What follows belongs to an exercise in optimizing a design on an open flow for small area and a short achievable clock period; a production flow would make more cautious choices.
RTL that was checked went through simulation tests only; none was proved equivalent to the original.
No functional check of the RTL was part of runs 1 and 5 to 7.
No activity file was given, so power comes from the tool's default toggle rates.

[flow/run.sh]
#!/bin/bash
# synth_recipe.tcl (not shown) runs the flow's synth.tcl, then flattens the netlist and writes it again
# the make line also repeats each setting of config.mk as NAME=value (left out here)
make -C /OpenROAD-flow-scripts/flow DESIGN_CONFIG=/design/flow/config.mk WORK_HOME=/design/flow/orfs CLKGATE_MAP_FILE= SYNTH_SCRIPT=/design/flow/synth_recipe.tcl finish
[flow/config.mk]
export PLATFORM = sky130hd
export DESIGN_NAME = fetch_unit
export DESIGN_NICKNAME = fetch_unit
export VERILOG_FILES = /design/flow/design.v
export SDC_FILE = /design/flow/constraint.sdc
export NUM_CORES = 4
export LEC_CHECK = 0
export CAP_MARGIN = 20
export CORE_MARGIN = 2
export CORE_UTILIZATION = 55
export SETUP_SLACK_MARGIN = 3.0
export SLEW_MARGIN = 20
[flow/constraint.sdc]
create_clock -name core_clock -period 6.0 [get_ports {clock}]
set_input_delay 1.2000 -clock core_clock [delete_from_list [all_inputs] [get_ports {clock}]]
set_output_delay 1.2000 -clock core_clock [all_outputs]
set_load 0.01 [all_outputs]
[flow/design.v]
`default_nettype none
package fetch_pkg;
	typedef enum logic [1:0] {
		bus_none  = 2'h0,
		bus_load  = 2'h1,
		bus_store = 2'h2
	} mem_command_t;
	typedef struct packed {
		logic             valid;  
		logic [32-1:0] inst;   
		logic [32-1:0] pc;     
		logic [32-1:0] npc;    
	} if_id_packet_t;
	typedef struct packed {
		logic             valid;       
		logic             prediction;  
		logic [32-1:0] target_pc;
	} btb_lookup_t;
	typedef struct packed {
		logic             valid;
		logic [32-1:0] pc;
		logic             taken;
		logic [32-1:0] target_pc;
	} btb_update_t;
	typedef struct packed {
		logic             valid;
		logic [32-1:0] pc;
	} fetch_btb_t;
	typedef struct packed {
		logic             valid;  
		logic [32-1:0] addr;   
	} mem_request_t;
	typedef struct packed {
		logic                   valid;  
		logic [64-1:0] data;   
	} mem_response_t;
endpackage
`default_nettype wire
`timescale 1ns/1ps
`default_nettype none
module fetch_unit (
	input  logic                   clock,
	input  logic                   reset,
	input  logic                   squash,
	input  logic [32-1:0]       rt_npc,
	input  logic [1:0]             dmem_command,
	input  logic                   btb_update_valid,
	input  logic [32-1:0]       btb_update_pc,
	input  logic                   btb_update_taken,
	input  logic [32-1:0]       btb_update_target,
	input  logic                   mem_response_valid,
	input  logic [64-1:0] mem_response_data,
	input  logic                   decode_pop,
	output logic                        mem_request_valid,
	output logic [32-1:0]            mem_request_addr,
	output logic                        decode_valid,
	output logic [32-1:0]            decode_inst,
	output logic [32-1:0]            decode_pc,
	output logic [32-1:0]            decode_npc
);
	logic [31:0] pc;
	logic [31:0] ic_sel;    
	logic [15:0] bt_sel;    
	logic [31:0] line_valid;
	logic [23:0] line_tag   [32];
	logic [63:0] line_data  [32];
	logic        refill_wait;
	logic        req_valid;
	logic [31:3] req_addr;
	logic [15:0] btb_valid;
	logic [25:0] btb_tag    [16];
	logic [31:0] btb_target [16];
	logic [1:0]  btb_count  [16];
	logic [31:0] h_inst;
	logic [31:0] h_pc;
	logic [31:0] h_npc;
	logic [31:0] b_inst [3];
	logic [31:0] b_pc   [3];
	logic [2:0]  count;
	logic        q_nonempty;   
	logic        q_full;       
	logic        ic_valid_rd;
	logic [23:0] ic_tag_rd;
	logic [63:0] ic_data_rd;
	logic        ic_hit;
	logic [31:0] inst;
	always_comb begin
		ic_tag_rd  = '0;
		ic_data_rd = '0;
		for (int i = 0; i < 32; i++) begin
			ic_tag_rd  = ic_tag_rd  | ({24{ic_sel[i]}} & line_tag[i]);
			ic_data_rd = ic_data_rd | ({64{ic_sel[i]}} & line_data[i]);
		end
	end
	assign ic_valid_rd = |(ic_sel & line_valid);
	assign ic_hit      = ic_valid_rd && (ic_tag_rd == pc[31:8]);
	assign inst        = pc[2] ? ic_data_rd[63:32] : ic_data_rd[31:0];
	logic        bt_valid_rd;
	logic        bt_pred_rd;
	logic [25:0] bt_tag_rd;
	logic [31:0] bt_target_rd;
	logic        take_pred;
	logic [31:0] pc_plus_4;
	logic [31:0] npc;
	always_comb begin
		bt_tag_rd    = '0;
		bt_target_rd = '0;
		bt_pred_rd   = 1'b0;
		for (int i = 0; i < 16; i++) begin
			bt_tag_rd    = bt_tag_rd    | ({26{bt_sel[i]}} & btb_tag[i]);
			bt_target_rd = bt_target_rd | ({32{bt_sel[i]}} & btb_target[i]);
			bt_pred_rd   = bt_pred_rd   | (bt_sel[i] & btb_valid[i] & btb_count[i][1]);
		end
	end
	assign take_pred = bt_pred_rd && (bt_tag_rd == pc[31:6]);
	assign pc_plus_4 = {pc[31:2] + 30'd1, pc[1:0]};
	assign npc       = take_pred ? bt_target_rd : pc_plus_4;
	logic fetch_ok;
	assign fetch_ok = (dmem_command == 2'b00) && !q_full && ic_hit;
	logic [31:0] ic_sel_tgt;
	logic [15:0] bt_sel_tgt;
	logic [31:0] ic_sel_rt;
	logic [15:0] bt_sel_rt;
	always_comb begin
		for (int i = 0; i < 32; i++) begin
			ic_sel_tgt[i] = (bt_target_rd[7:3] == 5'(i));
			ic_sel_rt[i]  = (rt_npc[7:3] == 5'(i));
		end
		for (int i = 0; i < 16; i++) begin
			bt_sel_tgt[i] = (bt_target_rd[5:2] == 4'(i));
			bt_sel_rt[i]  = (rt_npc[5:2] == 4'(i));
		end
	end
	always_ff @(posedge clock) begin
		if (reset) begin
			pc     <= '0;
			ic_sel <= 32'd1;
			bt_sel <= 16'd1;
		end else if (squash) begin
			pc     <= rt_npc;
			ic_sel <= ic_sel_rt;
			bt_sel <= bt_sel_rt;
		end else if (fetch_ok) begin
			pc <= npc;
			if (take_pred) begin
				ic_sel <= ic_sel_tgt;
				bt_sel <= bt_sel_tgt;
			end else begin
				if (pc[2]) ic_sel <= {ic_sel[30:0], ic_sel[31]};
				bt_sel <= {bt_sel[14:0], bt_sel[15]};
			end
		end
	end
	logic [4:0] fill_idx;
	logic       fill;
	assign fill_idx = req_addr[7:3];
	assign fill     = refill_wait && mem_response_valid;
	always_ff @(posedge clock) begin
		if (reset) begin
			refill_wait <= 1'b0;
			req_valid   <= 1'b0;
		end else begin
			req_valid <= !refill_wait && !ic_hit;
			if (!refill_wait) begin
				refill_wait <= !ic_hit;
			end else if (mem_response_valid) begin
				refill_wait <= 1'b0;
			end
		end
	end
	always_ff @(posedge clock) begin
		if (!refill_wait) begin
			req_addr <= pc[31:3];
		end
	end
	always_ff @(posedge clock) begin
		for (int i = 0; i < 32; i++) begin
			if (reset) begin
				line_valid[i] <= 1'b0;
			end else if (fill && fill_idx == 5'(i)) begin
				line_valid[i] <= 1'b1;
			end
		end
	end
	always_ff @(posedge clock) begin
		for (int i = 0; i < 32; i++) begin
			if (fill && fill_idx == 5'(i)) begin
				line_tag[i]  <= req_addr[31:8];
				line_data[i] <= mem_response_data;
			end
		end
	end
	assign mem_request_valid = req_valid;
	assign mem_request_addr  = {req_addr, 3'b000};
	logic [3:0]  wr_idx;
	logic [25:0] wr_tag;
	logic        wr_hit;
	logic        wr_valid_rd;
	logic [25:0] wr_tag_rd;
	logic [1:0]  wr_count_rd;
	logic [1:0]  wr_count_nx;
	assign wr_idx      = btb_update_pc[5:2];
	assign wr_tag      = btb_update_pc[31:6];
	assign wr_valid_rd = btb_valid[wr_idx];
	assign wr_tag_rd   = btb_tag[wr_idx];
	assign wr_count_rd = btb_count[wr_idx];
	assign wr_hit      = wr_valid_rd && (wr_tag_rd == wr_tag);
	always_comb begin
		if (!wr_hit) begin
			wr_count_nx = 2'b10;
		end else if (btb_update_taken) begin
			wr_count_nx = (wr_count_rd == 2'b11) ? 2'b11 : wr_count_rd + 2'b01;
		end else begin
			wr_count_nx = (wr_count_rd == 2'b00) ? 2'b00 : wr_count_rd - 2'b01;
		end
	end
	always_ff @(posedge clock) begin
		for (int i = 0; i < 16; i++) begin
			if (reset) begin
				btb_valid[i] <= 1'b0;
			end else if (btb_update_valid && btb_update_taken && wr_idx == 4'(i)) begin
				btb_valid[i] <= 1'b1;
			end
		end
	end
	always_ff @(posedge clock) begin
		for (int i = 0; i < 16; i++) begin
			if (btb_update_valid && wr_idx == 4'(i)) begin
				if (btb_update_taken) begin
					btb_tag[i]    <= wr_tag;
					btb_target[i] <= btb_update_target;
				end
				if (btb_update_taken || wr_hit) begin
					btb_count[i] <= wr_count_nx;
				end
			end
		end
	end
	logic       do_pop;
	logic [2:0] count_pop;    
	logic [2:0] count_nx;
	assign do_pop    = decode_pop && q_nonempty;
	assign count_pop = count - {2'b00, do_pop};
	assign count_nx  = count_pop + {2'b00, fetch_ok};
	always_ff @(posedge clock) begin
		if (reset || squash) begin
			count      <= '0;
			q_nonempty <= 1'b0;
			q_full     <= 1'b0;
		end else begin
			count      <= count_nx;
			q_nonempty <= (count_nx != 3'd0);
			q_full     <= (count_nx == 3'd4);
		end
	end
	always_ff @(posedge clock) begin
		if (count_pop == 3'd0) begin
			h_inst <= inst;
			h_pc   <= pc;
			h_npc  <= npc;
		end else if (do_pop) begin
			h_inst <= b_inst[0];
			h_pc   <= b_pc[0];
			h_npc  <= (count == 3'd2) ? pc : b_pc[1];
		end
	end
	always_ff @(posedge clock) begin
		for (int j = 0; j < 3; j++) begin
			if (count_pop == 3'(j + 1)) begin
				b_inst[j] <= inst;
				b_pc[j]   <= pc;
			end else if (do_pop && j < 2) begin
				b_inst[j] <= b_inst[(j + 1) % 3];
				b_pc[j]   <= b_pc[(j + 1) % 3];
			end
		end
	end
	assign decode_valid = q_nonempty;
	assign decode_inst  = h_inst;
	assign decode_pc    = h_pc;
	assign decode_npc   = h_npc;
endmodule
`default_nettype wire
==> run summary, run 1 <==
* RSZ-0062 raised after global routing: true
* Remaining DRCs at 0
* Setup WS post-layout at 1860 ps
* Final setup viols at 0
* Clock Latency Late Sink at 1010 ps
* Worst Hold Class: reg -> reg
* Via count at 112000
* Nets@finish at between 10000 and 15000
* Crit path DAT at between 4000 and 5000 ps
* Clock Tree Buf Depth at 4
* Most frequent CP cell: buf_12
* CTS tree: done
* Final ANT Viol Nets at 0
* Post-Place Cells at ~13000
* Die X at 544 µm
* Status: finished clean
* Synth top area cells: edfxtp_1, a22oi_1, a221oi_1, a22o_1, dfxtp_1
* Pwr/cell area at between 300 and 400 nW/µm²
* Post-synthesis mux area share at 0.0142
* Non-filler cells, final at ~15000
* All-Layer GR Usage at 0.445
* Global-route wire length before repair at 885000 µm
* Pin slew with the least headroom to its limit at 1260 ps
* XOR/XNOR share of the synthesized area at 0.00563
* Critical path peak fanout at 8
* Worst Skew at 79.9 ps
* Hold_buf cts at 0
* Critical-path cell list: buf_12, buf_4, a22o_1, a221oi_1, nand4_1, xor2_1, nor4_4, nand4_4, buf_12, buf_8, or4_4, a21oi_4, a21oi_1
* PortBufs at 293
* Routed wire length at 672000 µm
* Cells after Synth at 9302
* Post-synth ARST share at 0
* Slew HR at 0.157
* Post-Synth Adder-Cell Area at 0.000453
* Drt via density at 7.51
* Yosys top cell by area: edfxtp_1
* CP max stage cell: or4_4
* Die H at 544 µm
* Comb power frac at 0.072
* H-Tree Level Count at 5
* Post-synth EDFFs at 4093
* 1st-iter DRT viols at 22000
* P&R area growth vs syn at 24.4%
* Synth warn at 8
* Pre-CTS setup slack at 800 ps
* CTS sink cnt at 4228
* Num CTS Buffers at around 420
* Syn Std Cell Area at 160000 µm²
* FF+latch count, synth at 4228
* Post-layout util at 0.686
* Ys flop type: edfxtp_1
* Vias in the first global route at slightly above 100k
* Setup TNS at 0 ps
* Register area share after synthesis at 0.784
* Final Hold Vio Count at 0
* Synth Area in Compound Gates at 0.128
* Dpl hpwl at around 320000 µm
* Synth Area in Simple Gates at 0.0442
* Tmin final at between 4000 and 5000 ps
* Initial core utilization at 0.552
* Pint at 49400 µW
* Sw Ratio at 0.230
* Fin. max-slew vios at 0
* DRT Pass-1 Iters at 8
* Main combinational cell family by area after synthesis: compound AO/OA/AOI/OAI gates
* Mapped Avg Cell Area at between 15 and 20 µm²
* Filler cell count at 18700
* Largest net degree at the start of global routing at 98
* Initial antenna violation count at ~70
* Share of cells above drive strength 1 at 0.256
* Site Rows at 198
* Critical Path Start Type: flip-flop
* Maximum VDD drop at 0.294 mV
* GR Overflow Total at 0
* Netlist cell types at 93
* Critical path class: reg -> reg
* Placed Area at 170000 µm²
* GPL Wtd Cong at 0.961
* Sequential power share at 0.514
* Root Driver: clkbuf_16
* Final instance area at 199000 µm²
* Avg WL per Cell at 45.2 µm
* Psw at ~15000 µW
* WP data required at 6680 ps
* Max-cap violations at 0
* Die area at approximately 300000 µm²
* CTS clock-pin slew for the worst setup and hold paths at around 70 ps
* Static Leak at 0.0649 µW
* Fin crit share at 0.690
* Ports at 299
* CP endpoint kind: flip-flop
* Core area at 291000 µm²
* Yosys top cell area share at 0.767
* Clock power frac at 0.414
* Worst stage delay on the critical path at 660 ps
* Fmax at about 240 MHz
-- worst paths after layout --
| check | from | end | slack [ps] | cells past startpoint |
|---|---|---|---|---|
| setup / recovery | bt_sel[6] | h_npc[9] | 1860 | 13 |
| hold / removal | line_valid[7] | line_valid[7] | 470 | 1 |
| setup reg to reg | bt_sel[6] | h_npc[9] | 1860 | 13 |
| hold reg to reg | line_valid[7] | line_valid[7] | 470 | 1 |
-- Yosys cell counts (38+ instances only) --
master	count
xnor2_1	41
buf_1	144
nor4_1	41
mux2_2	92
a22oi_1	954
a222oi_1	66
a21oi_1	126
a22o_1	440
buf_2	99
nand4_1	308
nand3_1	215
clkbuf_1	329
a221oi_1	479
nand2_1	353
buf_6	83
edfxtp_1	4093
a211oi_1	38
dfxtp_1	135
o21ai_0	189
inv_1	88
xor2_1	62
mux2i_1	92
nor2_1	190
o21a_1	44
-- power groups by stage --
stage	Combinational [µW]	Clock, µW	Sequential, µW
6_report	4620	26500	33000
5_1_grt	4660	27600	33000
4_1_cts	4150	26400	33000
3_5_place_dp	3110	0	33900
3_3_place_gp	3070	0	33900
2_1_floorplan	1530	0	33500
-- final cells by class --
cell class                      count  area, µm²  area share
Timing Repair Buffer             1526      18500      0.0930
Clock buffer                      529      11200      0.0562
Clock inverter                    245       2480      0.0124
Antenna cell                       48        120    0.000602
Inverter                           92        390     0.00196
Multi-Input combinational cell   4307      36000       0.180
Tap cell                         3900       4880      0.0245
Sequential cell                  4228     126000       0.631
-- routing by layer --
| metal | track usage | up-vias | part of all wire |
|---|---|---|---|
| li1 | - | 41600 | - |
| met1 | 0.581 | 56300 | 0.33 |
| met2 | 0.647 | 11100 | 0.43 |
| met4 | 0.263 | 64 | 0.079 |
| met5 | 0 | - | 0.0010 |
| met3 | 0.152 | 2655 | 0.17 |
-- registers in the layout (all words and copies together) (netlist names), 3 cells and up --
signal and flops:
line_valid 32, ic_sel 32, h_inst 32, h_npc 32
btb_target 512, line_tag 768, btb_valid 16, pc 32
bt_sel 16, btb_tag 416, h_pc 32, btb_count 32
req_addr 29, b_inst 96, count 3, line_data 2048
b_pc 96
-- critical path: cells and delay by family (launching register included) --
kind	cells	cell delay, ps
AND/OR/NAND/NOR	4	1600
flip-flops	1	460
XOR/XNOR	1	310
AO/OA/AOI/OAI	4	770
buffers and inverters	4	660
-- through the flow --
| stage | hold slack (ps) | power, µW |
|---|---|---|
| 6_report | 469 | 64100 |
| 5_1_grt | 480 | 65200 |
| 4_1_cts | 469 | 63600 |
| 3_5_place_dp | 455 | 37000 |
| 3_3_place_gp | 447 | 36900 |
| 2_1_floorplan | 424 | 35000 |
-- layout by cell type (no fill, tap or decap), types with 66 or more instances in the layout --
master | synthesis | final
mux2_2 | 92 | 89
a22o_1 | 440 | 438
dfxtp_1 | 135 | 85
edfxtp_1 | 4093 | 4093
a221oi_1 | 479 | 332
clkinv_2 | 0 | 82
nand4_1 | 308 | 308
nor2_1 | 190 | 140
mux2i_1 | 92 | 75
a21oi_1 | 126 | 107
clkbuf_16 | 0 | 437
o21ai_2 | 1 | 82
nand2_1 | 353 | 339
a222oi_1 | 66 | 66
a221oi_2 | 8 | 149
buf_4 | 28 | 666
clkdlybuf4s50_1 | 0 | 155
buf_6 | 83 | 152
clkbuf_1 | 329 | 92
dlygate4sd2_1 | 0 | 81
buf_12 | 0 | 290
a22oi_1 | 954 | 916
clkinv_1 | 0 | 95
nand3_1 | 215 | 168
-- cell families (layout without fill, tap and decap cells) --
family | Yosys count | in the layout
and+or+nand+nor | 1344 | 1350
adders and majority gates | 6 | 6
other | 1 | 51
DFF | 4228 | 4228
buffers and inverters | 776 | 2392
xor gates and xnor gates | 103 | 103
AOI/OAI and AO/OA | 2643 | 2644
muxes | 201 | 201
-- what timing repair did --
| item | in CTS | in global routing |
|---|---|---|
| setup buffers | 567 | 186 |
| setup endpoints to repair | 2683 | 658 |
| pin swaps | 345 | 327 |
| cloned | 50 | 10 |
| resized for setup | 1160 | 486 |
==> run 2: changes to the inputs <==
--- a/flow/design.v
+++ b/flow/design.v
@@ -97,5 +97,2 @@
 	assign inst        = pc[2] ? ic_data_rd[63:32] : ic_data_rd[31:0];
-	logic        bt_valid_rd;
-	logic        bt_pred_rd;
-	logic [25:0] bt_tag_rd;
 	logic [31:0] bt_target_rd;
@@ -105,12 +102,10 @@
 	always_comb begin
-		bt_tag_rd    = '0;
 		bt_target_rd = '0;
-		bt_pred_rd   = 1'b0;
-		for (int i = 0; i < 16; i++) begin
-			bt_tag_rd    = bt_tag_rd    | ({26{bt_sel[i]}} & btb_tag[i]);
+		take_pred    = 1'b0;
+		for (int i = 0; i < 16; i++) begin
 			bt_target_rd = bt_target_rd | ({32{bt_sel[i]}} & btb_target[i]);
-			bt_pred_rd   = bt_pred_rd   | (bt_sel[i] & btb_valid[i] & btb_count[i][1]);
-		end
-	end
-	assign take_pred = bt_pred_rd && (bt_tag_rd == pc[31:6]);
+			take_pred    = take_pred    | (bt_sel[i] & btb_valid[i] & btb_count[i][1] &
+				(btb_tag[i] == pc[31:6]));
+		end
+	end
 	assign pc_plus_4 = {pc[31:2] + 30'd1, pc[1:0]};
--- a/flow/config.mk
+++ b/flow/config.mk
@@ -12 +12,2 @@
 export SLEW_MARGIN = 20
+export TNS_END_PERCENT = 5
==> run summary, run 2 <==
* Fmax at 279 MHz (+16%)
* Regs by FF count: line_data x2048, line_tag x768, btb_target x512
* Clock power frac at 0.415 (about the same)
* Status: finished clean
* Die area at 298000 µm² (+0.76%)
* DRT Pass-1 Iters at 9 (+1)
* RSZ-0062 raised after global routing: true
* GR Util met2 at 0.627 (-0.0206)
* HP Start: line_valid[21]
* Dpl hpwl at 352000 µm (+8.8%)
* All-Layer GR Usage at 0.428 (-0.0167)
* XOR/XNOR share of the synthesized area at 0.0267 (+0.0211)
* Post-synth EDFFs at 4093 (unchanged)
* Core area at 292000 µm² (+0.34%)
* CTS clock-pin slew for the worst setup and hold paths at 60 ps (about the same)
* Sw Ratio at 0.228 (-0.00197)
* Setup TNS at 0 ps (unchanged)
* CP endpoint kind: flip-flop
* Top Usage Layer GRT: met2
* Worst stage delay on the critical path at 570 ps (-90 ps)
* Global-route wire length before repair at 866000 µm (-2.1%)
* Post-Synth Adder-Cell Area at 0.000387 (-0.0000654)
* Most common cell after layout, fill and taps aside: edfxtp_1
* Critical Path Start Type: input pin
* H-Tree Level Count at 5 (unchanged)
* Ports at 299 (unchanged)
* Critical path class: in -> reg
* FF+latch count, synth at 4228 (unchanged)
* Crit path DAT at 4280 ps (-540 ps)
* GPL Wtd Cong at 1.03 (+7.6%)
* Post-synthesis mux area share at 0.0211 (+0.00686)
* Drt via density at 7.21 (-3.9%)
* Pint at 48700 µW (-1.4%)
* CTS tree: done
* Post-layout util at 0.668 (-0.0177)
* Multi-input gate area at 36400 µm² (+1.2%)
* Clock Tree Buf Depth at 4 (unchanged)
* Clock Latency Late Sink at 1000 ps (about the same)
* Largest net degree at the start of global routing at 97 (-1.0%)
* Final ANT Viol Nets at 0 (unchanged)
* Initial core utilization at 0.554 (+0.00233)
* Die X at 546 µm (+0.38%)
* Critical path peak fanout at 7 (-1)
* Setup WS post-layout at 2420 ps (+557 ps)
* Ys flop type: edfxtp_1
* Routed wire length at 652000 µm (-3.1%)
* Reg2reg path depth at 15 (+2)
* Synth Area in Simple Gates at 0.0479 (+0.00368)
* Yosys top cell area share at 0.761 (-0.00581)
* Fin crit share at 0.597 (-0.0929)
* Cells after Synth at 9509 (+2.2%)
* Mapped Avg Cell Area at 17.0 µm² (-1.4%)
* Tmin final at 3580 ps (-557 ps)
* Yosys top cell by area: edfxtp_1
* Main combinational cell family by area after synthesis: compound AO/OA/AOI/OAI gates
* Share of cells above drive strength 1 at 0.211 (-0.0453)
* Netlist cell types at 87 (-6.5%)
* R2R Setup Slk at 2420 ps (+560 ps)
* FF/Latch Area at 126000 µm² (about the same)
* Syn Std Cell Area at 162000 µm² (+0.76%)
* Slew HR at 0.161 (+0.00334)
* Num CTS Buffers at 430 (+1.9%)
* Avg WL per Cell at 43.9 µm (-2.8%)
* Site Rows at 198 (unchanged)
* Pwr/cell area at 324 nW/µm² (+0.58%)
* Root Driver: clkbuf_16
* Nets@finish at 10700 (-0.35%)
* Filler cell count at 20000 (+6.9%)
* Synth top area cells: edfxtp_1, a22oi_1, xor2_1, dfxtp_1, a22o_1
* Most flop-heavy register: line_data
* Worst Skew at 85.9 ps (+6.01 ps)
* CP max stage cell: nor2b_2
* Sequential power share at 0.523 (+0.009)
* Critical-path cell list: bufbuf_16, nor2b_2, a22o_4, a222oi_1, a31oi_2, xnor2_1, nand4_1, nor4_4, buf_6, a41oi_4, buf_12, nor3b_2, buf_4
* Synth top cells by count: edfxtp_1, a22oi_1, xor2_1
* CTS sink cnt at 4228 (unchanged)
* Synth warn at 8 (unchanged)
* WP data required at 6700 ps (+20 ps)
* Final Hold Vio Count at 0 (unchanged)
* Register area share after synthesis at 0.778 (-0.00594)
* Worst r2r src: pc[11]
* Remaining DRCs at 0 (unchanged)
* GR Util met1 at 0.599 (+0.0174)
* Maximum VDD drop at 0.308 mV (+4.8%)
* WHS Path Cells at 1 (unchanged)
* Max-cap violations at 0 (unchanged)
* PortBufs at 293 (unchanged)
* Final setup viols at 0 (unchanged)
* Static Leak at 0.0636 µW (-1.9%)
* GR Overflow Total at 0 (unchanged)
* R2r endpoint: pc[3]
* Max reg flops at 2048 (unchanged)
* Pin slew with the least headroom to its limit at 1260 ps (-5.01 ps)
* Most frequent cell after synthesis: edfxtp_1
* Synth Area in Compound Gates at 0.107 (-0.0213)
* 1st-iter DRT viols at 20100 (-8.6%)
* Via count at 107000 (-4.2%)
* Psw at 14400 µW (-2.5%)
* GR Layer Usage met3 at 0.0988 (-0.0532)
* Hold path endpoint: line_valid[21]
* Most frequent cells in the layout: edfxtp_1, a22oi_1, buf_4
* P&R area growth vs syn at 20.7%
* Fin. max-slew vios at 0 (unchanged)
* Post-synth ARST share at 0 (unchanged)
* Pre-CTS setup slack at 662 ps (-137 ps)
* Die H at 546 µm (+0.38%)
* Initial antenna violation count at 61 (-14%)
* Vias in the first global route at 99400 (-3.1%)
* Comb power frac at 0.062 (-0.010)
* Worst Hold Class: reg -> reg
run 2: cell types whose count changed in the layout (fill, tap and decap cells not counted), sizes merged, moves of 49 or more:
| cell | before | now |
|---|---|---|
| a221oi | 487 | 296 |
| a22o | 440 | 298 |
| a22oi | 954 | 1050 |
| buf | 1206 | 953 |
| clkdlybuf4s50 | 155 | 283 |
| dlygate4sd2 | 81 | 1 |
| mux2 | 98 | 152 |
| mux2i | 92 | 141 |
| nor2 | 192 | 295 |
| nor3 | 35 | 90 |
| nor4 | 57 | 135 |
| xor2 | 62 | 447 |
run 2: stage by stage:
stage	hold WS, ps	instance area (µm²)	cells	power (µW)
floorplan	420	162000	9511	34800
global placement	447	172000	13500	36700
detailed placement	454	172000	13500	36700
CTS	468	193000	14700	62800
global route	489	195000	14800	64300
finish	470	195000	14800	63100
run 2: logic make-up (layout without fill, tap and decap cells):
family	Yosys count	after routing
and+or+nand+nor	1506	1510
adders and majority gates	5	5
other	1	34
xor gates and xnor gates	493	493
DFF	4228	4228
muxes	305	305
AOI/OAI and AO/OA	2256	2258
buffers and inverters	715	2101
run 2: area by class of cell:
cell class / count / share of cell area
multi-input cells: 4574 / 0.187
clock buffers: 549 / 0.0588
flip-flops and latches: 4228 / 0.646
diodes: 31 / 0.000398
repair buffers: 1257 / 0.0711
clock inverters: 247 / 0.0112
well taps: 3900 / 0.0250
inverters: 48 / 0.00102
run 2: repair_timing:
action,4_1_cts,5_1_grt
pin swaps,123,102
setup endpoints to repair,1998,2639
gates resized for setup,609,191
buffers inserted,359,61
hold buffers,0,0
cloned,32,6
run 2: critical path, delay by kind of cell:
family | cells | cell delay, ps
and+or+nand+nor | 4 | 1260
buffers and inverters | 4 | 810
AOI/OAI and AO/OA | 4 | 810
xor gates and xnor gates | 1 | 180
run 2: how the worst max path moves through the flow:
stage	endpoint	cells past startpoint	slack [ps]	start
floorplan	btb_count[14][0]	12	2150	btb_update_pc[2]
global placement	btb_count[14][0]	15	660	btb_update_pc[3]
detailed placement	btb_count[0][0]	14	660	btb_update_pc[3]
CTS	mem_request_addr[9]	2	2480	req_addr[9]
global route	ic_sel[5]	16	2410	ic_sel[3]
finish	btb_count[10][1]	13	2420	btb_update_pc[3]
run 2: power groups by stage:
stage | logic [µW] | clock network [µW] | registers (µW)
2_1_floorplan | 1280 | 0 | 33500
3_3_place_gp | 2960 | 0 | 33700
3_5_place_dp | 2980 | 0 | 33800
4_1_cts | 3650 | 26200 | 33000
5_1_grt | 3960 | 27300 | 33000
6_report | 3900 | 26200 | 33000
run 2: metal layers:
metal / part of all wire / routed length [µm] / vias to the layer above
met5: 0.00032 / 211 / -
met4: 0.067 / 43600 / 32
met3: 0.14 / 91000 / 1756
met2: 0.44 / 284000 / 9275
met1: 0.36 / 233000 / 54900
li1: - / - / 41000
==> run 3: changes to the inputs <==
--- a/flow/config.mk
+++ b/flow/config.mk
@@ -10,2 +10,4 @@
 export CORE_UTILIZATION = 55
+export CTS_CLUSTER_DIAMETER = 80
+export CTS_CLUSTER_SIZE = 20
 export SETUP_SLACK_MARGIN = 3.0
==> run summary, run 3 <==
* Status: finished clean
* Max reg flops at 2048 (unchanged)
* XOR/XNOR share of the synthesized area at 0.0267 (unchanged)
* Cells after Synth at 9509 (unchanged)
* Post-synth ARST share at 0 (unchanged)
* Vias in the first global route at 96900 (-2.4%)
* Global-route wire length before repair at 856000 µm (-1.2%)
* Core area at 292000 µm² (unchanged)
* Netlist cell types at 87 (unchanged)
* Critical Path Start Type: input pin
* P&R area growth vs syn at 15.6%
* Remaining DRCs at 0 (unchanged)
* Maximum VDD drop at 0.309 mV (+0.17%)
* Cell family with most CP delay: buffers and inverters
* Ports at 299 (unchanged)
* Static Leak at 0.0599 µW (-5.9%)
* Dpl hpwl at 352000 µm (unchanged)
* Synth Area in Compound Gates at 0.107 (unchanged)
* CP max stage cell: bufbuf_16
* Bufs and invs on worst path at 7 (+3)
* Tmin final at 3700 ps (+117 ps)
* Largest net degree at the start of global routing at 97 (unchanged)
* Site Rows at 198 (unchanged)
* Crit path DAT at 4390 ps (+110 ps)
* DRT Pass-1 Iters at 8 (-1)
* GR Overflow Total at 0 (unchanged)
* CP endpoint kind: flip-flop
* Most frequent cell after synthesis: edfxtp_1
* Synth warn at 8 (unchanged)
* FF+latch count, synth at 4228 (unchanged)
* Root Driver: clkbuf_16
* Regs by FF count: line_data x2048, line_tag x768, btb_target x512
* Yosys top cell area share at 0.761 (unchanged)
* Critical path class: in -> reg
* 1st-iter DRT viols at 20500 (+2.3%)
* Die H at 546 µm (unchanged)
* CTS tree: done
* Fmax at 271 MHz (-3.2%)
* Final setup viols at 0 (unchanged)
* Pwr Total at 53700 µW (-15%)
* Post-synth EDFFs at 4093 (unchanged)
* Num CTS Buffers at 241 (-44%)
* Placed Area at 172000 µm² (unchanged)
* Share of cells above drive strength 1 at 0.179 (-0.0316)
* Pin slew with the least headroom to its limit at 1290 ps (+26.7 ps)
* Filler cell count at 20800 (+4.1%)
* Syn Std Cell Area at 162000 µm² (unchanged)
* Avg WL per Cell at 44.9 µm (+2.2%)
* Critical-path cell list: bufbuf_16, nor2_4, nand2_2, buf_12, nor2_1, a41oi_4, buf_6, xnor2_2, o2111ai_1, buf_4, nor4_4, buf_6, a41oi_4, buf_12, nor3b_2, buf_4
* Multi-input gate area at 35800 µm² (-1.5%)
* Most flop-heavy register: line_data
* H-Tree Level Count at 4 (-1)
* Final ANT Viol Nets at 0 (unchanged)
* Clock Tree Buf Depth at 4 (unchanged)
* Main combinational cell family by area after synthesis: compound AO/OA/AOI/OAI gates
* Nets@finish at 10500 (-2.1%)
* Final instance area at 187000 µm² (-4.2%)
* Clock Latency Late Sink at 1010 ps (about the same)
* Die X at 546 µm (unchanged)
* FF/Latch Area at 126000 µm² (about the same)
* CTS sink cnt at 4228 (unchanged)
* Die area at 298000 µm² (unchanged)
* Register area share after synthesis at 0.778 (unchanged)
* GPL Wtd Cong at 1.03 (unchanged)
* Fin. max-slew vios at 0 (unchanged)
* Routed wire length at 644000 µm (-1.2%)
* Setup TNS at 0 ps (unchanged)
* Worst stage delay on the critical path at 280 ps (-290 ps)
* Max-cap violations at 0 (unchanged)
* RSZ-0062 raised after global routing: true
* WP data required at 6700 ps (about the same)
* Most common cell after layout, fill and taps aside: edfxtp_1
* Yosys top cell by area: edfxtp_1
* Final Hold Vio Count at 0 (unchanged)
* Hold WS at 475 ps (+5.09 ps)
* Pwr/cell area at 288 nW/µm² (-11%)
* Critical path peak fanout at 14 (+7)
* Post-synthesis mux area share at 0.0211 (unchanged)
* Slew HR at 0.143 (-0.0178)
* Ys flop type: edfxtp_1
* Synth Area in Simple Gates at 0.0479 (unchanged)
* Initial core utilization at 0.554 (unchanged)
* CTS clock-pin slew for the worst setup and hold paths at 90 ps (+30 ps)
* Post-Place Cells at 13500 (unchanged)
* Via count at 105000 (-1.6%)
* PortBufs at 293 (unchanged)
* Worst Skew at 81.7 ps (-4.13 ps)
* Initial antenna violation count at 60 (-1.6%)
* Fin crit share at 0.616 (+0.0194)
* Synth top area cells: edfxtp_1, a22oi_1, xor2_1, dfxtp_1, a22o_1
* Non-filler cells, final at 14300 (-3.4%)
* Mapped Avg Cell Area at 17.0 µm² (unchanged)
* Drt via density at 7.34 (+1.8%)
* Post-Synth Adder-Cell Area at 0.000387 (unchanged)
* Worst Hold Class: reg -> reg
* Most frequent cells in the layout: edfxtp_1, a22oi_1, buf_4
* Synth top cells by count: edfxtp_1, a22oi_1, xor2_1
* All-Layer GR Usage at 0.423 (-0.00503)
==> run 3: cell counts after synthesis <==
Identical to the previous run, type by type.
==> run 3: logic make-up after synthesis <==
logic type,count (synthesis)
AO/OA/AOI/OAI,2256
multiplexers,305
XOR/XNOR,493
AND/OR/NAND/NOR,1506
adder cells (fa/ha/maj),5
flip-flops,4228
other,1
buffers and inverters,715
==> run 3: worst paths after layout <==
check | from | to | slack [ps] | depth (start not counted)
max | btb_update_pc[3] | btb_count[10][0] | 2300 | 16
min | line_valid[13] | line_valid[13] | 470 | 1
max reg2reg | ic_sel[30] | pc[24] | 2350 | 14
min reg2reg | line_valid[13] | line_valid[13] | 470 | 1
==> run 3: timing repair <==
item	in CTS	in global routing
endpoints found under the setup margin	2089	2702
gates cloned	31	7
gates resized for setup	488	163
pin swaps	100	66
buffers inserted	332	48
hold buffers	0	0
==> run 3: cell type report <==
cell class | instances | share of cell area
diodes | 37 | 0.000496
clock buffers | 305 | 0.0342
clock inverters | 24 | 0.00166
inverters | 48 | 0.00106
multi-input cells | 4577 | 0.192
flip-flops and latches | 4228 | 0.674
well taps | 3900 | 0.0261
repair buffers | 1214 | 0.0707
==> run 3: routing by layer <==
metal / up-vias / track usage / wire length, µm / part of all wire
met5: - / 0 / 314 / 0.00049
li1: 40300 / - / - / -
met2: 8928 / 0.627 / 283000 / 0.44
met4: 28 / 0.206 / 38400 / 0.060
met1: 54500 / 0.598 / 235000 / 0.37
met3: 1565 / 0.0916 / 86600 / 0.13
==> run 3: stage by stage <==
step	worst slack (ps)	util
2_1_floorplan	2150	-
3_3_place_gp	657	0.590
3_5_place_dp	662	0.590
4_1_cts	2450	0.636
5_1_grt	2360	0.640
6_report	2300	0.640
==> run 3: report_power, final <==
part	leakage [µW]	internal, µW	switching [µW]
clock	0.00325	7490	9490
combinational	0.0183	1220	2550
sequential	0.0383	32700	279
total	0.0599	41400	12300
==> run 4: changes to the inputs <==
--- a/flow/config.mk
+++ b/flow/config.mk
@@ -7,3 +7,3 @@
 export LEC_CHECK = 0
-export CAP_MARGIN = 20
+export CAP_MARGIN = 10
 export CORE_MARGIN = 2
@@ -13,3 +13,3 @@
 export SETUP_SLACK_MARGIN = 3.0
-export SLEW_MARGIN = 20
+export SLEW_MARGIN = 10
 export TNS_END_PERCENT = 5
==> run summary, run 4 <==
* Status: finished clean
* Critical Path Start Type: input pin
* Max-cap violations at 0 (unchanged)
* Core area at 292000 µm² (unchanged)
* Maximum VDD drop at 0.281 mV (-9.0%)
* Pwr/cell area at 287 nW/µm² (-0.33%)
* Worst Hold Class: reg -> reg
* Post-synth ARST share at 0 (unchanged)
* CTS sink cnt at 4228 (unchanged)
* Global-route wire length before repair at 858000 µm (+0.23%)
* CTS tree: done
* Hold WS at 475 ps (-0.332 ps)
* Die area at 298000 µm² (unchanged)
* Final setup viols at 0 (unchanged)
* Num CTS Buffers at 241 (unchanged)
* Vias in the first global route at 97400 (+0.51%)
* Tmin final at 3790 ps (+94.9 ps)
* Synth top area cells: edfxtp_1, a22oi_1, xor2_1, dfxtp_1, a22o_1
* RSZ-0062 raised after global routing: true
* Worst r2r src: ic_sel[26]
* Multi-input gate area at 35900 µm² (about the same)
* PortBufs at 293 (unchanged)
* Static Leak at 0.0600 µW (+0.25%)
* Drt via density at 7.34 (about the same)
* Mapped Avg Cell Area at 17.0 µm² (unchanged)
* Comb power frac at 0.071 (about the same)
* Crit path DAT at 4380 ps (about the same)
* Reg2reg path depth at 17 (+3)
* Routed wire length at 645000 µm (+0.22%)
* Setup TNS at 0 ps (unchanged)
* Ports at 299 (unchanged)
* Register area share after synthesis at 0.778 (unchanged)
* Final ANT Viol Nets at 0 (unchanged)
* Cells after Synth at 9509 (unchanged)
* FF+latch count, synth at 4228 (unchanged)
* Worst Skew at 85.2 ps (+3.46 ps)
* Pint at 41300 µW (-0.12%)
* Clock Tree Buf Depth at 4 (unchanged)
* Via count at 105000 (+0.18%)
* Post-synth EDFFs at 4093 (unchanged)
* Slew HR at 0.0998 (-0.0431)
* Die H at 546 µm (unchanged)
* Synth top cells by count: edfxtp_1, a22oi_1, xor2_1
* Critical path peak fanout at 25 (+11)
* Fin. max-slew vios at 0 (unchanged)
* Crit. Startpoint: mem_response_valid
* Yosys top cell by area: edfxtp_1
* Share of cells above drive strength 1 at 0.183 (+0.00376)
* FF/Latch Area at 126000 µm² (about the same)
* Max reg flops at 2048 (unchanged)
* Most flop-heavy register: line_data
* Syn Std Cell Area at 162000 µm² (unchanged)
* Sequential power share at 0.614 (about the same)
* Sw Ratio at 0.229 (about the same)
* Critical path class: in -> reg
* Clock power frac at 0.315 (about the same)
* Most common cell after layout, fill and taps aside: edfxtp_1
* Dpl hpwl at 352000 µm (about the same)
* Final instance area at 187000 µm² (+0.19%)
* Ys flop type: edfxtp_1
* Root Driver: clkbuf_16
* CTS clock-pin slew for the worst setup and hold paths at 90 ps (about the same)
* GPL Wtd Cong at 1.03 (unchanged)
* Nets@finish at 10500 (+0.37%)
* Synth warn at 8 (unchanged)
* Largest net degree at the start of global routing at 97 (unchanged)
* Clock Latency Late Sink at 990 ps (-20 ps)
* CP endpoint kind: flip-flop
* Placed Area at 172000 µm² (about the same)
* Pin slew with the least headroom to its limit at 1350 ps (+60.2 ps)
* DRT Pass-1 Iters at 7 (-1)
* P&R area growth vs syn at 15.8%
* Pre-CTS setup slack at 667 ps (+4.79 ps)
* Filler cell count at 20700 (-0.57%)
* Avg WL per Cell at 44.9 µm (about the same)
* Post-layout util at 0.642 (+0.00121)
* Psw at 12300 µW (-0.21%)
* Most frequent cells in the layout: edfxtp_1, a22oi_1, buf_4
* HP Start: line_valid[25]
* Yosys top cell area share at 0.761 (unchanged)
* Final Hold Vio Count at 0 (unchanged)
* Die X at 546 µm (unchanged)
* Setup WS post-layout at 2210 ps (-94.9 ps)
* H-Tree Level Count at 4 (unchanged)
* Fin crit share at 0.632 (+0.0158)
* Initial antenna violation count at 66 (+10%)
* Site Rows at 198 (unchanged)
* Regs by FF count: line_data x2048, line_tag x768, btb_target x512
* Remaining DRCs at 0 (unchanged)
* Netlist cell types at 87 (unchanged)
* WHS Path Cells at 1 (unchanged)
* WP data required at 6580 ps (-120 ps)
* Most frequent cell after synthesis: edfxtp_1
* All-Layer GR Usage at 0.424 (+0.000921)
* GR Overflow Total at 0 (unchanged)
* Initial core utilization at 0.554 (unchanged)
* 1st-iter DRT viols at 19900 (-3.1%)
* Fmax at 264 MHz (-2.5%)
-- run 4: changes by cell type in the layout (fill, tap and decap cells not counted), moves of 6 or more --
cell	change
a22oi_1	-19
a22oi_2	+19
a311oi_1	+11
a311oi_2	-10
buf_16	+6
buf_4	+33
buf_8	+8
nand2_1	+6
nand2_4	-8
o21ai_1	-9
-- run 4: what timing repair did --
action                                   CTS  global route
pin swaps                                122            53
resized for setup                        584           100
buffers inserted                         374            53
hold buffers                               0             0
cloned                                    28             4
endpoints found under the setup margin  2179          2827
-- run 4: routing by layer --
layer,vias up,GRT usage,share of wire
met5,-,0,0.00029
met4,28,0.216,0.063
met3,1570,0.0909,0.13
met2,8827,0.627,0.44
met1,54800,0.597,0.37
li1,40300,-,-
-- run 4: final cells by class --
class | instances | area share
repair buffers | 1255 | 0.0727
clock buffers | 299 | 0.0337
well taps | 3900 | 0.0261
inverters | 48 | 0.00106
diodes | 35 | 0.000468
flip-flops and latches | 4228 | 0.673
clock inverters | 29 | 0.00172
multi-input cells | 4575 | 0.192
-- run 4: worst paths after layout --
kind / to / slack [ps]
min reg2reg: line_valid[25] / 470
max reg2reg: q_full / 2380
min: line_valid[25] / 470
max: line_tag[10][8] / 2210
-- run 4: kinds of logic after synthesis --
group,count (synthesis),synth area share
multiplexers,305,0.0211
AND/OR/NAND/NOR,1506,0.0479
other,1,0.0000232
buffers and inverters,715,0.0192
flip-flops,4228,0.778
adder cells (fa/ha/maj),5,0.000387
AO/OA/AOI/OAI,2256,0.107
XOR/XNOR,493,0.0267
-- run 4: critical path, cell delays in order --
cell and delay (ps):
clkdlybuf4s50_1 470, nand2_1 80, nor2_1 680, nand3b_1 520, nor2_4 990, buf_12 400
-- run 4: power by group through the flow --
stage	logic [µW]	clock network, µW	registers [µW]
global route	3850	17800	32900
CTS	3610	16900	32900
detailed placement	2980	0	33800
finish	3800	16900	32900
global placement	2960	0	33700
floorplan	1280	0	33500
-- run 4: metrics by stage --
stage,total power [µW],cells
after floorplan,34800,9511
after global placement,36700,13500
after detailed placement,36700,13500
after CTS,53400,14300
after global routing,54600,14400
final,53600,14400
==> run 5: changes to the inputs <==
--- a/flow/design.v
+++ b/flow/design.v
@@ -68,3 +68,4 @@
 	logic        req_valid;
-	logic [31:3] req_addr;
+	logic [31:3] req_addr;      
+	logic [31:3] req_addr_out;  
 	logic [15:0] btb_valid;
@@ -78,5 +79,4 @@
 	logic [31:0] b_pc   [3];
-	logic [2:0]  count;
-	logic        q_nonempty;   
-	logic        q_full;       
+	logic        q_nonempty;
+	logic        q_full;
 	logic        ic_valid_rd;
@@ -171,2 +171,7 @@
 	always_ff @(posedge clock) begin
+		if (!refill_wait && !ic_hit) begin
+			req_addr_out <= pc[31:3];
+		end
+	end
+	always_ff @(posedge clock) begin
 		for (int i = 0; i < 32; i++) begin
@@ -188,3 +193,3 @@
 	assign mem_request_valid = req_valid;
-	assign mem_request_addr  = {req_addr, 3'b000};
+	assign mem_request_addr  = {req_addr_out, 3'b000};
 	logic [3:0]  wr_idx;
@@ -194,4 +199,2 @@
 	logic [25:0] wr_tag_rd;
-	logic [1:0]  wr_count_rd;
-	logic [1:0]  wr_count_nx;
 	assign wr_idx      = btb_update_pc[5:2];
@@ -200,11 +203,13 @@
 	assign wr_tag_rd   = btb_tag[wr_idx];
-	assign wr_count_rd = btb_count[wr_idx];
 	assign wr_hit      = wr_valid_rd && (wr_tag_rd == wr_tag);
-	always_comb begin
-		if (!wr_hit) begin
-			wr_count_nx = 2'b10;
-		end else if (btb_update_taken) begin
-			wr_count_nx = (wr_count_rd == 2'b11) ? 2'b11 : wr_count_rd + 2'b01;
-		end else begin
-			wr_count_nx = (wr_count_rd == 2'b00) ? 2'b00 : wr_count_rd - 2'b01;
+	logic [1:0] wr_count_nx [16];
+	always_comb begin
+		for (int i = 0; i < 16; i++) begin
+			if (!wr_hit) begin
+				wr_count_nx[i] = btb_update_taken ? 2'b10 : btb_count[i];
+			end else if (btb_update_taken) begin
+				wr_count_nx[i] = (btb_count[i] == 2'b11) ? 2'b11 : btb_count[i] + 2'b01;
+			end else begin
+				wr_count_nx[i] = (btb_count[i] == 2'b00) ? 2'b00 : btb_count[i] - 2'b01;
+			end
 		end
@@ -227,27 +232,26 @@
 				end
-				if (btb_update_taken || wr_hit) begin
-					btb_count[i] <= wr_count_nx;
-				end
-			end
-		end
-	end
+				btb_count[i] <= wr_count_nx[i];
+			end
+		end
+	end
+	logic [4:0] cnt;
 	logic       do_pop;
-	logic [2:0] count_pop;    
-	logic [2:0] count_nx;
-	assign do_pop    = decode_pop && q_nonempty;
-	assign count_pop = count - {2'b00, do_pop};
-	assign count_nx  = count_pop + {2'b00, fetch_ok};
+	logic [4:0] cnt_nx;
+	assign do_pop = decode_pop && !cnt[0];
+	always_comb begin
+		if (do_pop && !fetch_ok)      cnt_nx = {1'b0, cnt[4:1]};
+		else if (fetch_ok && !do_pop) cnt_nx = {cnt[3:0], 1'b0};
+		else                          cnt_nx = cnt;
+	end
 	always_ff @(posedge clock) begin
 		if (reset || squash) begin
-			count      <= '0;
-			q_nonempty <= 1'b0;
-			q_full     <= 1'b0;
+			cnt <= 5'b00001;
 		end else begin
-			count      <= count_nx;
-			q_nonempty <= (count_nx != 3'd0);
-			q_full     <= (count_nx == 3'd4);
-		end
-	end
-	always_ff @(posedge clock) begin
-		if (count_pop == 3'd0) begin
+			cnt <= cnt_nx;
+		end
+	end
+	assign q_nonempty = !cnt[0];
+	assign q_full     = cnt[4];
+	always_ff @(posedge clock) begin
+		if (cnt[0] || (cnt[1] && decode_pop)) begin
 			h_inst <= inst;
@@ -255,6 +259,6 @@
 			h_npc  <= npc;
-		end else if (do_pop) begin
+		end else if (decode_pop) begin
 			h_inst <= b_inst[0];
 			h_pc   <= b_pc[0];
-			h_npc  <= (count == 3'd2) ? pc : b_pc[1];
+			h_npc  <= cnt[2] ? pc : b_pc[1];
 		end
@@ -263,3 +267,3 @@
 		for (int j = 0; j < 3; j++) begin
-			if (count_pop == 3'(j + 1)) begin
+			if ((cnt[j + 1] && !decode_pop) || (cnt[j + 2] && decode_pop)) begin
 				b_inst[j] <= inst;
--- a/flow/config.mk
+++ b/flow/config.mk
@@ -7,9 +7,7 @@
 export LEC_CHECK = 0
-export CAP_MARGIN = 10
+export CAP_MARGIN = 20
 export CORE_MARGIN = 2
 export CORE_UTILIZATION = 55
-export CTS_CLUSTER_DIAMETER = 80
-export CTS_CLUSTER_SIZE = 20
 export SETUP_SLACK_MARGIN = 3.0
-export SLEW_MARGIN = 10
+export SLEW_MARGIN = 20
 export TNS_END_PERCENT = 5
==> run summary, run 5 <==
* Status: finished clean
* Synth top area cells: edfxtp_1, a22oi_1, xor2_1, dfxtp_1, a22o_1
* Fmax at 262 MHz (-0.63%)
* CTS clock-pin slew for the worst setup and hold paths at 60 ps (-30 ps)
* Fin crit share at 0.636 (+0.00403)
* Mapped Avg Cell Area at 16.8 µm² (-1.2%)
* Bufs and invs on worst path at 4 (+2)
* CP max stage cell: nand4_1
* Post-synth ARST share at 0 (unchanged)
* Non-filler cells, final at 14900 (+4.0%)
* Cell family with most CP delay: simple AND/OR/NAND/NOR gates
* XOR/XNOR share of the synthesized area at 0.0260 (-0.000739)
* WHS Path Cells at 1 (unchanged)
* Worst r2r src: pc[9]
* Critical path peak fanout at 13 (-48%)
* Hold path endpoint: line_valid[26]
* Die H at 549 µm (+0.48%)
* Synth warn at 9 (+1)
* Synth Area in Compound Gates at 0.110 (+0.00290)
* Ys flop type: edfxtp_1
* GR Overflow Total at 0 (unchanged)
* Largest net degree at the start of global routing at 83 (-14%)
* HP Start: line_valid[26]
* GPL Wtd Cong at 1.03 (-0.35%)
* Worst Skew at 78.8 ps (-6.41 ps)
* CTS tree: done
* All-Layer GR Usage at 0.438 (+0.0143)
* Crit. Startpoint: pc[9]
* Nets@finish at 10800 (+2.5%)
* Global-route wire length before repair at 886000 µm (+3.3%)
* Post-synthesis mux area share at 0.0150 (-0.00605)
* Final Hold Vio Count at 0 (unchanged)
* Most flop-heavy register: line_data
* Critical Path Start Type: flip-flop
* Max reg flops at 2048 (unchanged)
* R2R Setup Slk at 2180 ps (-200 ps)
* Most frequent cells in the layout: edfxtp_1, a22oi_1, buf_4
* Most common cell after layout, fill and taps aside: edfxtp_1
* Regs by FF count: line_data x2048, line_tag x768, btb_target x512
* Syn Std Cell Area at 163000 µm² (+0.97%)
* PortBufs at 293 (unchanged)
* Via count at 109000 (+3.6%)
* Core area at 295000 µm² (+1.0%)
* Routed wire length at 669000 µm (+3.8%)
* Main combinational cell family by area after synthesis: compound AO/OA/AOI/OAI gates
* Final setup viols at 0 (unchanged)
* Num CTS Buffers at 425 (+76%)
* Fin. max-slew vios at 0 (unchanged)
* 1st-iter DRT viols at 21200 (+6.6%)
* Pwr/cell area at 330 nW/µm² (+15%)
* Site Rows at 199 (+0.51%)
* Tmin final at 3820 ps (+24.2 ps)
* Post-layout util at 0.662 (+0.0200)
* Avg WL per Cell at 44.8 µm (-0.23%)
* Worst stage delay on the critical path at 590 ps (-400 ps)
* Crit path DAT at 4600 ps (+220 ps)
* Die area at 301000 µm² (+0.96%)
* Dpl hpwl at 377000 µm (+7.0%)
* R2r endpoint: h_npc[20]
* Max-cap violations at 0 (unchanged)
* Drt via density at 7.31 (-0.42%)
* CTS sink cnt at 4257 (+0.69%)
* Most frequent cell after synthesis: edfxtp_1
* Setup TNS at 0 ps (unchanged)
* Initial core utilization at 0.554 (about the same)
* RSZ-0062 raised after global routing: true
* Pin slew with the least headroom to its limit at 1200 ps (-149 ps)
* Reg2reg path depth at 13 (-4)
* Clock Latency Late Sink at 1000 ps (about the same)
* Slew HR at 0.202 (+0.102)
* Critical path class: reg -> reg
* Maximum VDD drop at 0.336 mV (+20%)
* Ports at 299 (unchanged)
* Die X at 549 µm (+0.48%)
* Post-Place Cells at 13700 (+1.4%)
* Final ANT Viol Nets at 0 (unchanged)
* WP data required at 6780 ps (+200 ps)
* Critical-path cell list: buf_12, buf_4, xor2_1, nor4_1, nand4_1, o22ai_4, nor4_4, buf_4, buf_12, nand2_4, mux2i_2, nor2_1, a21oi_1
* Register area share after synthesis at 0.775 (-0.00210)
* Yosys top cell area share at 0.759 (-0.00194)
* Yosys top cell by area: edfxtp_1
* Clock Tree Buf Depth at 4 (unchanged)
* Synth Area in Simple Gates at 0.0532 (+0.00538)
* Root Driver: clkbuf_16
* H-Tree Level Count at 5 (+1)
* Worst Hold Class: reg -> reg
* Initial antenna violation count at 75 (+14%)
* Static Leak at 0.0630 µW (+4.9%)
* Synth top cells by count: edfxtp_1, a22oi_1, xor2_1
* Share of cells above drive strength 1 at 0.187 (+0.00457)
* Hold WS at 467 ps (-7.41 ps)
* Post-Synth Adder-Cell Area at 0.000230 (-0.000157)
* Netlist cell types at 87 (unchanged)
* FF+latch count, synth at 4257 (+0.69%)
* DRT Pass-1 Iters at 9 (+2)
* P&R area growth vs syn at 19.5%
* Post-synth EDFFs at 4122 (+0.71%)
* Vias in the first global route at 101000 (+3.5%)
* CP endpoint kind: flip-flop
* Cells after Synth at 9717 (+2.2%)
* Remaining DRCs at 0 (unchanged)
## run 5: cell types whose count changed in the layout (fill, tap and decap cells not counted), sizes merged, moves of 28 or more
cell	before	now
mux2i	141	87
a21oi	100	167
bufinv	0	34
nand4	284	343
nor4	135	239
clkinv	13	202
nand3	227	262
edfxtp	4093	4122
buf	953	858
nand2	332	297
clkbuf	302	529
mux2	152	124
## run 5: final cells by class
type	instances	area, µm²
repair buffers	1135	12800
fillers	20000	99600
flip-flops and latches	4257	127000
clock inverters	262	2450
well taps	3919	4900
clock buffers	527	11200
inverters	66	251
diodes	48	120
multi-input cells	4733	36500
## run 5: report_power, final
part	internal (µW)	switching [µW]	total (µW)	leakage [µW]
registers	32900	397	33300	0.0385
clock network	14700	11600	26300	0.00661
logic	1510	3270	4780	0.0178
## run 5: worst max-delay path by stage
stage,to,cells past startpoint
2_1_floorplan,btb_count[0][0],14
3_3_place_gp,btb_count[7][1],16
3_5_place_dp,btb_count[4][0],14
4_1_cts,btb_count[4][1],16
5_1_grt,cnt[1],17
6_report,h_npc[20],13
## run 5: cells by family (layout without fill, tap and decap cells)
group                      Yosys count  after routing
buffers and inverters              732           1990
adders and majority gates            3              3
AOI/OAI and AO/OA                 2359           2359
DFF                               4257           4257
muxes                              219            219
other                                1             51
xor gates and xnor gates           484            484
and+or+nand+nor                   1662           1665
## run 5: metrics by stage
stage	worst slack [ps]	total power [µW]	cell area (µm²)
after global placement	549	37800	173000
final	2180	64400	195000
after CTS	2370	64100	194000
after floorplan	2110	35500	164000
after detailed placement	587	37800	173000
after global routing	2160	65500	195000
## run 5: layer usage
layer | global-route usage | share of wire | up-vias | routed length (µm)
li1 | - | - | 41800 | -
met2 | 0.656 | 0.44 | 9746 | 295000
met5 | 0 | 0.00050 | - | 337
met4 | 0.214 | 0.061 | 50 | 41100
met1 | 0.596 | 0.35 | 55900 | 235000
met3 | 0.121 | 0.15 | 1786 | 97800
## run 5: what timing repair did
item / in CTS / in global routing
endpoints found under the setup margin: 1141 / 1081
hold buffers: 0 / 0
gates resized for setup: 513 / 89
pin swaps: 114 / 75
buffers inserted: 297 / 56
gates cloned: 15 / 1
==> run 6: changes to the inputs <==
--- a/flow/design.v
+++ b/flow/design.v
@@ -171,3 +171,3 @@
 	always_ff @(posedge clock) begin
-		if (!refill_wait && !ic_hit) begin
+		if (!refill_wait || mem_response_valid) begin
 			req_addr_out <= pc[31:3];
--- a/flow/config.mk
+++ b/flow/config.mk
@@ -7,3 +7,3 @@
 export LEC_CHECK = 0
-export CAP_MARGIN = 20
+export CAP_MARGIN = 10
 export CORE_MARGIN = 2
@@ -11,3 +11,3 @@
 export SETUP_SLACK_MARGIN = 3.0
-export SLEW_MARGIN = 20
+export SLEW_MARGIN = 10
 export TNS_END_PERCENT = 5
==> run summary, run 6 <==
* Status: finished clean
* Yosys top cell area share at 0.760 (+0.00137)
* Post-layout util at 0.666 (+0.00413)
* FF+latch count, synth at 4257 (unchanged)
* Clock Latency Late Sink at 1010 ps (about the same)
* Core area at 294000 µm² (about the same)
* Initial core utilization at 0.553 (about the same)
* Worst Skew at 77.0 ps (-1.81 ps)
* Slew HR at 0.152 (-0.0500)
* P&R area growth vs syn at 20.4%
* Placed Area at 174000 µm² (+0.18%)
* Synth top cells by count: edfxtp_1, a22oi_1, xor2_1
* CP endpoint kind: flip-flop
* 1st-iter DRT viols at 20800 (-2.1%)
* Max reg flops at 2048 (unchanged)
* Avg WL per Cell at 45.2 µm (+1.0%)
* Pint at 49400 µW (+0.44%)
* Filler cell count at 19900 (-0.21%)
* Yosys top cell by area: edfxtp_1
* Final Hold Vio Count at 0 (unchanged)
* Synth warn at 9 (unchanged)
* Final ANT Viol Nets at 0 (unchanged)
* Site Rows at 199 (unchanged)
* Psw at 15300 µW (+0.68%)
* Clock Tree Buf Depth at 4 (unchanged)
* CTS sink cnt at 4257 (unchanged)
* Worst Hold Class: reg -> reg
* Maximum VDD drop at 0.305 mV (-9.3%)
* Crit path DAT at 4790 ps (+190 ps)
* Setup TNS at 0 ps (unchanged)
* Final instance area at 196000 µm² (+0.54%)
* Non-filler cells, final at 15000 (+0.22%)
* CTS tree: done
* Pre-CTS setup slack at 321 ps (-266 ps)
* Synth top area cells: edfxtp_1, a22oi_1, xor2_1, a221oi_1, dfxtp_1
* Largest net degree at the start of global routing at 90 (+8.4%)
* Drt via density at 7.31 (about the same)
* Cells after Synth at 9725 (+0.082%)
* Nets@finish at 10800 (+0.55%)
* Via count at 110000 (+0.25%)
* Tmin final at 4110 ps (+298 ps)
* DRT Pass-1 Iters at 9 (unchanged)
* Post-synth EDFFs at 4122 (unchanged)
* Die area at 300000 µm² (-0.18%)
* Post-synth ARST share at 0 (unchanged)
* Setup WS post-layout at 1890 ps (-298 ps)
* Ports at 299 (unchanged)
* Multi-input gate area at 36600 µm² (about the same)
* Netlist cell types at 84 (-3.4%)
* CTS clock-pin slew for the worst setup and hold paths at 60 ps (about the same)
* Most common cell after layout, fill and taps aside: edfxtp_1
* Hold_buf cts at 0 (unchanged)
* Post-Place Cells at 13800 (+0.15%)
* Fin crit share at 0.686 (+0.0497)
* GR Overflow Total at 0 (unchanged)
* Share of cells above drive strength 1 at 0.196 (+0.00840)
* Critical path class: in -> reg
* Global-route wire length before repair at 897000 µm (+1.1%)
* WP data required at 6680 ps (-100 ps)
* Critical path peak fanout at 8 (-5)
* Pwr/cell area at 330 nW/µm² (about the same)
* Die H at 548 µm (about the same)
* Final setup viols at 0 (unchanged)
* Fin. max-slew vios at 0 (unchanged)
* Mapped Avg Cell Area at 16.7 µm² (-0.26%)
* Ys flop type: edfxtp_1
* Num CTS Buffers at 424 (-0.24%)
* Register area share after synthesis at 0.777 (+0.00140)
* Most frequent cells in the layout: edfxtp_1, a22oi_1, buf_4
* Routed wire length at 678000 µm (+1.2%)
* Static Leak at 0.0632 µW (+0.31%)
* Die X at 548 µm (about the same)
* Critical Path Start Type: input pin
* Vias in the first global route at 102000 (+1.6%)
* Clock power frac at 0.405 (-0.003)
* Sequential power share at 0.518 (about the same)
* Dpl hpwl at 378000 µm (+0.35%)
* Max-cap violations at 0 (unchanged)
* Comb power frac at 0.078 (+0.004)
* Syn Std Cell Area at 163000 µm² (-0.18%)
* Sw Ratio at 0.237 (+0.000437)
* Most frequent cell after synthesis: edfxtp_1
* GPL Wtd Cong at 1.03 (+0.38%)
* Fmax at 243 MHz (-7.2%)
* PortBufs at 293 (unchanged)
* RSZ-0062 raised after global routing: true
* Most flop-heavy register: line_data
* H-Tree Level Count at 5 (unchanged)
* All-Layer GR Usage at 0.443 (+0.00503)
* Initial antenna violation count at 72 (-4.0%)
* Regs by FF count: line_data x2048, line_tag x768, btb_target x512
* FF/Latch Area at 127000 µm² (about the same)
* Remaining DRCs at 0 (unchanged)
* Root Driver: clkbuf_16
* Pin slew with the least headroom to its limit at 1260 ps (+61.8 ps)
-- run 6: cell count changes in the layout (fill, tap and decap cells not counted), moves of 29 or more --
cell      before  now
a22oi_1     1039  980
nand4_1      342  310
mux2_2       114  143
nand3_1      250  218
o211ai_1       2   32
clkbuf_1      93  122
-- run 6: cell type report --
class	count	area share
antenna	31	0.000396
clock buffer	557	0.0575
clock inverter	222	0.0113
inverter	77	0.00149
multi-input combinational	4720	0.187
sequential	4257	0.647
tap	3919	0.0250
timing repair buffer	1197	0.0710
-- run 6: path summary, 6_finish.rpt --
| check | slack, ps | cells past startpoint | start | endpoint |
|---|---|---|---|---|
| min | 470 | 1 | line_valid[30] | line_valid[30] |
| min reg2reg | 470 | 1 | line_valid[30] | line_valid[30] |
| max reg2reg | 2040 | 11 | btb_tag[3][12] | btb_count[14][0] |
| max | 1890 | 15 | btb_update_pc[5] | btb_count[14][0] |
-- run 6: per-stage QoR --
step | hold WS, ps | total power (µW)
6_report | 470 | 64700
5_1_grt | 478 | 65800
4_1_cts | 469 | 64200
3_5_place_dp | 456 | 38100
3_3_place_gp | 447 | 38100
2_1_floorplan | 435 | 35700
-- run 6: kinds of logic (layout without fill, tap and decap cells) --
family | after synthesis | in the layout | synth area share
buf+inv | 750 | 2053 | 0.0183
other cells | 1 | 34 | 0.0000230
flops | 4257 | 4257 | 0.777
simple gates | 1619 | 1619 | 0.0515
mux | 223 | 223 | 0.0154
xor+xnor | 491 | 491 | 0.0264
fa+ha+maj | 19 | 19 | 0.00121
compound gates | 2365 | 2365 | 0.110
-- run 6: critical path: stages --
cell and delay, ps:
buf_16 150, nor4bb_4 180, buf_6 130, buf_12 130, buf_4 150, a32oi_2 160
o2111ai_2 190, o32ai_2 320, xor2_1 350, nand4b_1 210, or4_4 520, or4b_4 540
buf_12 180, buf_12 150, a21oi_4 170
-- run 6: repair_timing --
item | 4_1_cts | 5_1_grt
gates resized for setup | 473 | 241
setup endpoints to repair | 1459 | 1791
pin swaps | 125 | 100
gates cloned | 24 | 11
hold endpoints to repair | 0 | 0
setup buffers | 300 | 75
-- run 6: routing by layer --
metal / vias to the layer above / routed length (µm) / global-route usage
met1: 56100 / 237000 / 0.591
met2: 9629 / 298000 / 0.659
met4: 44 / 44900 / 0.245
met5: - / 281 / 0
met3: 1901 / 98200 / 0.128
li1: 41800 / - / -
-- run 6: power by group through the flow --
stage / Combinational [µW] / Clock (µW) / Sequential (µW)
floorplan: 1830 / 0 / 33900
global placement: 3760 / 0 / 34300
detailed placement: 3790 / 0 / 34300
CTS: 4650 / 26100 / 33500
global route: 5060 / 27300 / 33500
finish: 5030 / 26200 / 33500
==> run 7: changes to the inputs <==
--- a/flow/config.mk
+++ b/flow/config.mk
@@ -10,2 +10,4 @@
 export CORE_UTILIZATION = 55
+export CTS_CLUSTER_DIAMETER = 80
+export CTS_CLUSTER_SIZE = 20
 export SETUP_SLACK_MARGIN = 3.0
==> run summary, run 7 <==
* Critical path class: in -> reg
* RSZ-0062 raised after global routing: true
* Status: finished clean
* Critical-path cell list: buf_16, buf_12, buf_4, inv_6, o2bb2ai_1, a2111oi_4, buf_4, a31oi_4, xnor2_2, nand4b_1, or4_4, or4b_4, buf_12, buf_12, a21oi_4
* Root Driver: clkbuf_16
* Site Rows at 199 (unchanged)
* Critical Path Start Type: input pin
* Die H at 548 µm (unchanged)
* Clock Tree Buf Depth at 4 (unchanged)
* All-Layer GR Usage at 0.439 (-0.00400)
* Psw at 13800 µW (-10%)
* HP Start: line_valid[30]
* Tmin final at 4200 ps (+84.6 ps)
* Most common cell after layout, fill and taps aside: edfxtp_1
* Reg2reg path depth at 11 (unchanged)
* Comb power frac at 0.087 (+0.009)
* Drt via density at 7.40 (+1.2%)
* Yosys top cell area share at 0.760 (unchanged)
* Synth warn at 9 (unchanged)
* Slew HR at 0.176 (+0.0240)
* Worst r2r src: btb_tag[2][12]
* Nets@finish at 10700 (-1.7%)
* PortBufs at 293 (unchanged)
* Setup WS post-layout at 1800 ps (-84.6 ps)
* Max reg flops at 2048 (unchanged)
* Post-Synth Adder-Cell Area at 0.00121 (unchanged)
* Share of cells above drive strength 1 at 0.175 (-0.0209)
* Pre-CTS setup slack at 321 ps (unchanged)
* Final instance area at 190000 µm² (-3.3%)
* Worst Skew at 79.5 ps (+2.53 ps)
* Critical path peak fanout at 11 (+3)
* CP endpoint kind: flip-flop
* Most frequent CP cell: buf_12
* Netlist cell types at 84 (unchanged)
* Clock Latency Late Sink at 960 ps (-50 ps)
* Remaining DRCs at 0 (unchanged)
* CP max stage cell: or4b_4
* FF+latch count, synth at 4257 (unchanged)
* Synth top area cells: edfxtp_1, a22oi_1, xor2_1, a221oi_1, dfxtp_1
* Static Leak at 0.0601 µW (-4.9%)
* P&R area growth vs syn at 16.4%
* Hold path endpoint: line_valid[30]
* Ports at 299 (unchanged)
* Synth top cells by count: edfxtp_1, a22oi_1, xor2_1
* Fin. max-slew vios at 0 (unchanged)
* Pint at 43000 µW (-13%)
* Most frequent cell after synthesis: edfxtp_1
* Die X at 548 µm (unchanged)
* WP data required at 6630 ps (-50 ps)
[run 7: cell count changes in the layout (fill, tap and decap cells not counted), moves of 10 or more]
| cell | change |
|---|---|
| nand2_2 | +10 |
| a22oi_1 | +26 |
| a22oi_2 | -26 |
| xor2_2 | -14 |
| clkbuf_1 | -70 |
| xor2_1 | +15 |
| nand2_1 | -18 |
| clkbuf_16 | -159 |
| clkinv_2 | -63 |
| clkinv_1 | -84 |
| bufinv_16 | -32 |
[run 7: how the worst max path moves through the flow]
| stage | from | endpoint | slack [ps] | cells after the start |
|---|---|---|---|---|
| 6_report | btb_update_pc[3] | btb_count[3][0] | 1800 | 15 |
| 5_1_grt | btb_update_pc[3] | btb_count[3][0] | 1850 | 16 |
| 4_1_cts | btb_update_pc[5] | btb_count[8][1] | 1930 | 13 |
| 3_5_place_dp | btb_update_pc[2] | btb_count[11][1] | 320 | 13 |
| 2_1_floorplan | btb_update_pc[3] | btb_count[4][0] | 1660 | 15 |
| 3_3_place_gp | btb_update_pc[2] | btb_count[5][1] | 300 | 13 |
[run 7: layout make-up]
type / count / area (µm²)
Multi-Input combinational cell: 4720 / 36400
Tap cell: 3919 / 4900
Sequential cell: 4257 / 127000
Antenna cell: 34 / 85.1
Clock buffer: 324 / 6990
Inverter: 77 / 295
Fill cell: 20600 / 105000
Timing Repair Buffer: 1175 / 13500
Clock inverter: 47 / 604
[run 7: repair_timing]
action                                  4_1_cts  5_1_grt
endpoints found under the setup margin     1670     1925
pin swaps                                    98       89
buffers inserted                            270       86
resized for setup                           437      224
gates cloned                                 22       10
[run 7: power by group through the flow]
stage	combinational [µW]	sequential [µW]	clock, µW
after global placement	3760	34300	0
after detailed placement	3790	34300	0
after CTS	4570	33400	18400
after floorplan	1830	33900	0
after global routing	4960	33500	19400
final	4920	33400	18400
[run 7: metrics by stage]
stage | util | power, µW | std cells
finish | 0.644 | 56800 | 14600
detailed placement | 0.590 | 38100 | 13800
CTS | 0.636 | 56400 | 14400
global placement | 0.590 | 38100 | 13800
global route | 0.644 | 57800 | 14500
floorplan | - | 35700 | 9727
[run 7: metal layers]
layer  routed length, µm  up-vias  share of wire  GRT usage
met5                 352        -        0.00052          0
met4               44500       56          0.066      0.238
met3               95600     1779           0.14      0.126
met2              296000     9320           0.44      0.656
met1              235000    55300           0.35      0.587
li1                    -    41200              -          -
[run 7: kinds of logic (layout without fill, tap and decap cells)]
family                   count (synthesis)  in the layout
multiplexers                           223            223
AND/OR/NAND/NOR                       1619           1619
AO/OA/AOI/OAI                         2365           2365
flip-flops                            4257           4257
adder cells (fa/ha/maj)                 19             19
other                                    1             37
buffers and inverters                  750           1623
XOR/XNOR                               491            491
[run 7: critical path, delay by kind of cell]
family,cells,cell delay [ps]
and+or+nand+nor,3,1240
buffers and inverters,7,1150
AOI/OAI and AO/OA,4,920
xor gates and xnor gates,1,250

Re-timed with assumed drivers on the ports (clkbuf_16 on the clock, buf_2 on other inputs), run 7 has 1.700 ns of setup slack against 1.801 ns with ideal ports, and 0.673 ns once port delays also move by the mid clock arrival of 1.026 ns.
